This design comes from an exercise in tuning for small area, a short achievable clock period and few clock cycles per item on the open sky130 flow, not from production work. Function was checked by simulation only, so behaviour that the tests miss may differ from the original. The flow treats the clock pin as an ideal source, which a real chip does not have.

==> run a: inputs <==
## ts_packet_header_parser
module ts_packet_header_parser (
  input  logic        clk,
  input  logic        rst,
  input  logic        byte_valid,
  output logic        byte_stall,
  input  logic [8:0]  byte_data,   
  output logic        rec_valid,
  input  logic        rec_stall,
  output logic [72:0] rec_data
);
Settings: LEC_CHECK=0, ABC_AREA=1, CAP_MARGIN=20, CORE_MARGIN=2, CORE_UTILIZATION=50, SETUP_SLACK_MARGIN=5, SLEW_MARGIN=20; clock period 8.0 ns.
standard.sh (not shown) runs the stock make flow with config.mk's settings and CLKGATE_MAP_FILE= SYNTH_SCRIPT=/design/flow/synth_recipe.tcl, a recipe that flattens the netlist after the stock synthesis.
==> flow/flow/run.sh <==
#!/bin/bash
# The standard layout (standard.sh: the standard flow's synthesis and ORFS flow) with three
# changes to how it is made:
#  - port buffers are buf_2 cells rather than the delay cells buffer_ports picks by
#    default; every port still gets its own buffer;
#  - the clock tree uses clkbuf_8 cells under a clkbuf_16 root and no dummy loads;
set -euo pipefail
export BUFFER_PORTS_ARGS="-buffer_cell sky130_fd_sc_hd__buf_2"
export CTS_ARGS="-sink_clustering_enable -repair_clock_nets -buf_list sky130_fd_sc_hd__clkbuf_8 -root_buf sky130_fd_sc_hd__clkbuf_16 -dont_use_dummy_load"
bash standard.sh SETUP_SLACK_5.4=MARGIN finish > standard_flow.log 2>&1
==> run b: changes against run a <==
--- a/flow/design.v
+++ b/flow/design.v
@@ -50,14 +50,16 @@
   localparam int P_EXT   = tsph_pkg::P_EXT;
   localparam int P_LTW   = tsph_pkg::P_LTW;
   localparam int P_RATE  = tsph_pkg::P_RATE;
   localparam int P_SEAM  = tsph_pkg::P_SEAM;
   logic        in_vld, in_vld_n;
   logic [8:0]  in_q, in_q_n;
   logic        bs_q, bs_n;
+  logic        in_sync, in_zero, in_long;    
+  logic        in_sync_n, in_zero_n, in_long_n;
   logic        ov, ov_n;
   logic [3:0]  okind, ekind;
   logic [1:0]  ost, est;
   logic        olast, elast;
   logic        emit;
   logic [15:0] ph, ph_n;        
   logic        pt, pt_n;        
@@ -83,36 +85,37 @@
   logic        v_clr, v_pay, v_dec, v_all;
   logic [5:0]  s_pcr;
   logic [4:0]  s_seam;
   logic [2:0]  s_rate;
   logic [1:0]  s_ltw;
   logic        s_one;
   logic [7:0]  pay_len;
+  logic        hshift;        
   logic        pos0_n, quiet_n, calm_n, free_n;
   assign b     = in_q[8:1];
   assign pos0  = in_q[0] || wrap;
   assign quiet = ph[P_IDLE] || ph[P_PAY];
   assign calm  = quiet || ph[P_ALEN] || ph[P_AFL] || ph[P_STUFF] || ph[P_EXT];
   assign fld   = ph[P_PCR] || ph[P_OPCR] || ph[P_SPL] || ph[P_PRIV] || ph[P_EXT] ||
                  ph[P_LTW] || ph[P_RATE] || ph[P_SEAM];
   assign last  = fcnt[0];
-  assign sync  = (b == tsph_pkg::SYNC_CODE);
+  assign sync  = in_sync;
   assign do_pend = !ov && ph[P_PEND];
   assign do_t0   = !ov && in_vld && pos0 && !quiet && !ph[P_PEND];
   assign consume = in_vld && (ph[P_PEND] ? (!ov && !pos0)
                                          : (!(pos0 && !quiet) && (!ov || (calm && !pos0))));
   assign cq      = consume && pos0;     
   assign cn      = consume && !pos0 && !ph[P_PEND];
   assign t_hdr   = cn && ph[P_HDR] && last;
   assign t_alen  = cn && ph[P_ALEN];
   assign t_afl   = cn && ph[P_AFL];
   assign t_pskip = cn && ph[P_PSKIP] && (val[16:9] == 8'd1);
   assign t_stuff = cn && ph[P_STUFF] && (abl == 8'd1);
   assign t_fld   = cn && fld && last;
-  assign t_priv  = t_fld && ph[P_PRIV] && (b != 8'd0);
+  assign t_priv  = t_fld && ph[P_PRIV] && !in_zero;
   assign adv     = t_afl || t_pskip || (t_fld && !t_priv);
   always_comb begin
     if (ph[P_AFL])      fs = {b[4:0], 3'd0};
     else if (ph[P_EXT]) fs = {5'd0, b[7:5]};
     else                fs = fl;
     adv_ph  = '0;
     adv_pt  = 1'b0;
@@ -215,18 +218,18 @@
         ph_n[P_PEND] = 1'b1;
         pt_n         = 1'b0;
       end
     end
     if (t_alen) begin
       abl_n = b;
       ph_n  = '0;
-      if (b > ALEN_MAX) begin
+      if (in_long) begin
         ph_n[P_PEND] = 1'b1;
         pt_n         = 1'b1;
-      end else if (b == 8'd0) begin
+      end else if (in_zero) begin
         ph_n[P_PEND] = 1'b1;
         pt_n         = 1'b0;
       end else begin
         ph_n[P_AFL] = 1'b1;
       end
     end
     if (t_stuff) begin
@@ -254,14 +257,15 @@
       ph_n = adv_ph;
       pt_n = adv_pt;
       fl_n = adv_fl;
       if (adv_ph[P_PEND] == 1'b0) fcnt_n = adv_cnt;
     end
   end
   assign v_dec   = cn && ph[P_PSKIP];
+  assign hshift  = cn && ph[P_HDR];
   assign pay_len = hl[4] ? (POS_WRAP - bpos) : 8'd0;
   always_comb begin
     s_pcr  = {6{cn && (ph[P_PCR] || ph[P_OPCR])}} & {fcnt[0], fcnt[1], fcnt[2], fcnt[3], fcnt[4], fcnt[5]};
     s_seam = {5{cn && ph[P_SEAM]}} & {fcnt[0], fcnt[1], fcnt[2], fcnt[3], fcnt[4]};
     s_rate = {3{cn && ph[P_RATE]}} & {fcnt[0], fcnt[1], fcnt[2]};
     s_ltw  = {2{cn && ph[P_LTW]}} & {fcnt[0], fcnt[1]};
     s_one  = cn && (ph[P_SPL] || ph[P_PRIV]);
@@ -301,14 +305,17 @@
       bpos_n = pos0 ? 8'd1 : bpos + 8'd1;
       wrap_n = !pos0 && (bpos == POS_WRAP - 8'd1);
     end
   end
   assign ov_n     = ov ? rec_stall : emit;
   assign in_vld_n = (in_vld && !consume) || (byte_valid && !bs_q);
   assign in_q_n   = bs_q ? in_q : byte_data;
+  assign in_sync_n = bs_q ? in_sync : (byte_data[8:1] == tsph_pkg::SYNC_CODE);
+  assign in_zero_n = bs_q ? in_zero : (byte_data[8:1] == 8'd0);
+  assign in_long_n = bs_q ? in_long : (byte_data[8:1] > ALEN_MAX);
   assign pos0_n   = in_q_n[0] || wrap_n;
   assign quiet_n  = ph_n[P_IDLE] || ph_n[P_PAY];
   assign calm_n   = quiet_n || ph_n[P_ALEN] || ph_n[P_AFL] || ph_n[P_STUFF] || ph_n[P_EXT];
   assign free_n   = !ov_n;
   assign bs_n     = in_vld_n && (free_n ? (pos0_n && !quiet_n)
                                         : (ph_n[P_PEND] || !calm_n || pos0_n));
   always_ff @(posedge clk) begin
@@ -323,28 +330,25 @@
       bs_q   <= bs_n;
       ov     <= ov_n;
       ph     <= ph_n;
       wrap   <= wrap_n;
     end
   end
   always_ff @(posedge clk) begin
-    in_q <= in_q_n;
+    in_q    <= in_q_n;
+    in_sync <= in_sync_n;
+    in_zero <= in_zero_n;
+    in_long <= in_long_n;
     bpos <= bpos_n;
     pt   <= pt_n;
     fcnt <= fcnt_n;
     abl  <= abl_n;
     fl   <= fl_n;
-    if (cq) begin
-      hl <= 24'd0;
-    end else if (cn && ph[P_HDR]) begin
-      hl <= {hl[15:0], b};
-    end
-    for (int i = 0; i < 42; i++) begin
-      if (ve[i]) val[i] <= vd[i];
-    end
+    hl  <= (hl & {24{!(cq || hshift)}}) | ({hl[15:0], b} & {24{hshift}});
+    val <= (val & ~ve) | (vd & ve);
     if (emit) begin
       okind <= ekind;
       ost   <= est;
       olast <= elast;
     end
   end
   assign byte_stall = bs_q;
==> flow/flow/run.sh (replaced) <==
#!/bin/bash
# The standard layout (standard.sh: the standard flow's synthesis and ORFS flow) with these
# changes to how it is made:
#  - port buffers are buf_2 cells rather than the delay cells buffer_ports picks by
#    default; every port still gets its own buffer;
#  - the clock tree is built from clkbuf_4 cells under a clkbuf_16 root, with no
#    dummy loads; flow/post_cts.tcl then upsizes to clkbuf_8 any of them whose
#    flip-flop clock pins would see a high slew;
set -euo pipefail
export BUFFER_PORTS_ARGS="-buffer_cell sky130_fd_sc_hd__buf_2"
export CTS_ARGS="-sink_clustering_enable -repair_clock_nets -buf_list sky130_fd_sc_hd__clkbuf_4 -root_buf sky130_fd_sc_hd__clkbuf_16 -dont_use_dummy_load"
export POST_CTS_TCL="$(pwd)/flow/post_cts.tcl"
export SETUP_SLACK_MARGIN=5.4
bash standard.sh finish > standard_flow.log 2>&1
==> flow/flow/post_cts.tcl (new file) <==
set_propagated_clock [all_clocks]
estimate_parasitics -placement
set upsized 0
foreach inst [get_cells *] {
  if {[get_property $inst ref_name] ne "sky130_fd_sc_hd__clkbuf_4"} { continue }
  set worst 0.0
  foreach opin [get_pins -of_objects $inst -filter "direction==output"] {
    foreach p [get_pins -of_objects [get_nets -of_objects $opin] -filter "direction==input"] {
      set s [get_property $p slew_max]
      if {$s > $worst} { set worst $s }
    }
  }
  if {$worst > 0.090} {
    replace_cell [get_property $inst full_name] sky130_fd_sc_hd__clkbuf_8
    incr upsized
  }
}
puts "post_cts: upsized $upsized clock buffers to clkbuf_8"
if {$upsized > 0} {
  detailed_placement
  check_placement -verbose
  estimate_parasitics -placement
}
Settings changed: CORE_UTILIZATION 50 to 65, SETUP_SLACK_MARGIN 5 to not set.
==> comparison <==
Against run a, the die area of run b is lower by 22%. Core utilization: run b is higher than run a (18 points). In run b the synthesized cell count is smaller than in run a, by about 2.8%. Count of clock-buffer cells in the layout is the same in run a and run b.
==> figures <==
Fraction of synthesized cell area in xor and xnor cells: run a 2.05%; run b 1.78%
Vias per inst: run a 5.90; run b 6.26
Number of antenna violations at the first check in global routing: run a 1; run b 0
Post-detailed-route wirelength per cell: run a 19.7 um; run b 19.6 um
Met1 GRT Util: run a 36.3%; run b 45.0%
EDFF count, synth: run a 80; run b 83
Result of the run: run a finished clean; run b finished clean
Std-Cell Core Area: run a 13,300 um2; run b 10,300 um2
Routed length on met2: run a 10.2 mm; run b 9.72 mm
Detailed router's first-iteration violation count: run a 628; run b 880
Testbench counts of run a, summed over its fixed seeds: cycles 36,328, bytes 36,128.
Testbench counts of run b, summed over its fixed seeds: cycles 36,328, bytes 36,128.

## what the ideal ports hide
The results above use ideal ports. As a check the final layouts listed here were re-extracted and re-timed, cells and wires unchanged.
Step 1 (the two cells are an assumption about what drives the block):
set clk [get_ports {clk}]
set_driving_cell -lib_cell sky130_fd_sc_hd__clkbuf_16 $clk
set_driving_cell -lib_cell sky130_fd_sc_hd__buf_2 [delete_from_list [all_inputs] $clk]
Step 2 adds t to the input delays and takes it off the output delays; t is the mean of the earliest and latest rising clock arrival at the registers after step 1. Input paths then give back, and output paths get back, about the clock's delay inside the block.
Slacks: no drivers / after step 1 / after step 2; pairs: no drivers / after step 1.
| run | t (ns) | slack for setup (ns) | clock arrival spread, ns | worst data-port slew with drivers (ns) | pins driven straight from the clock port |
|---|---|---|---|---|---|
| run a | 0.409 | 5.134 / 5.134 / 5.134 | 0.035 / 0.036 | 0.03 | 1 |
| run b | 0.407 | 5.399 / 5.359 / 5.397 | 0.033 / 0.033 | 0.05 | 1 |
After both steps setup and hold are still met in every run listed. The setup slack of run b, which loses most, moves by -0.040 ns with the drivers and by -0.002 ns with both steps.
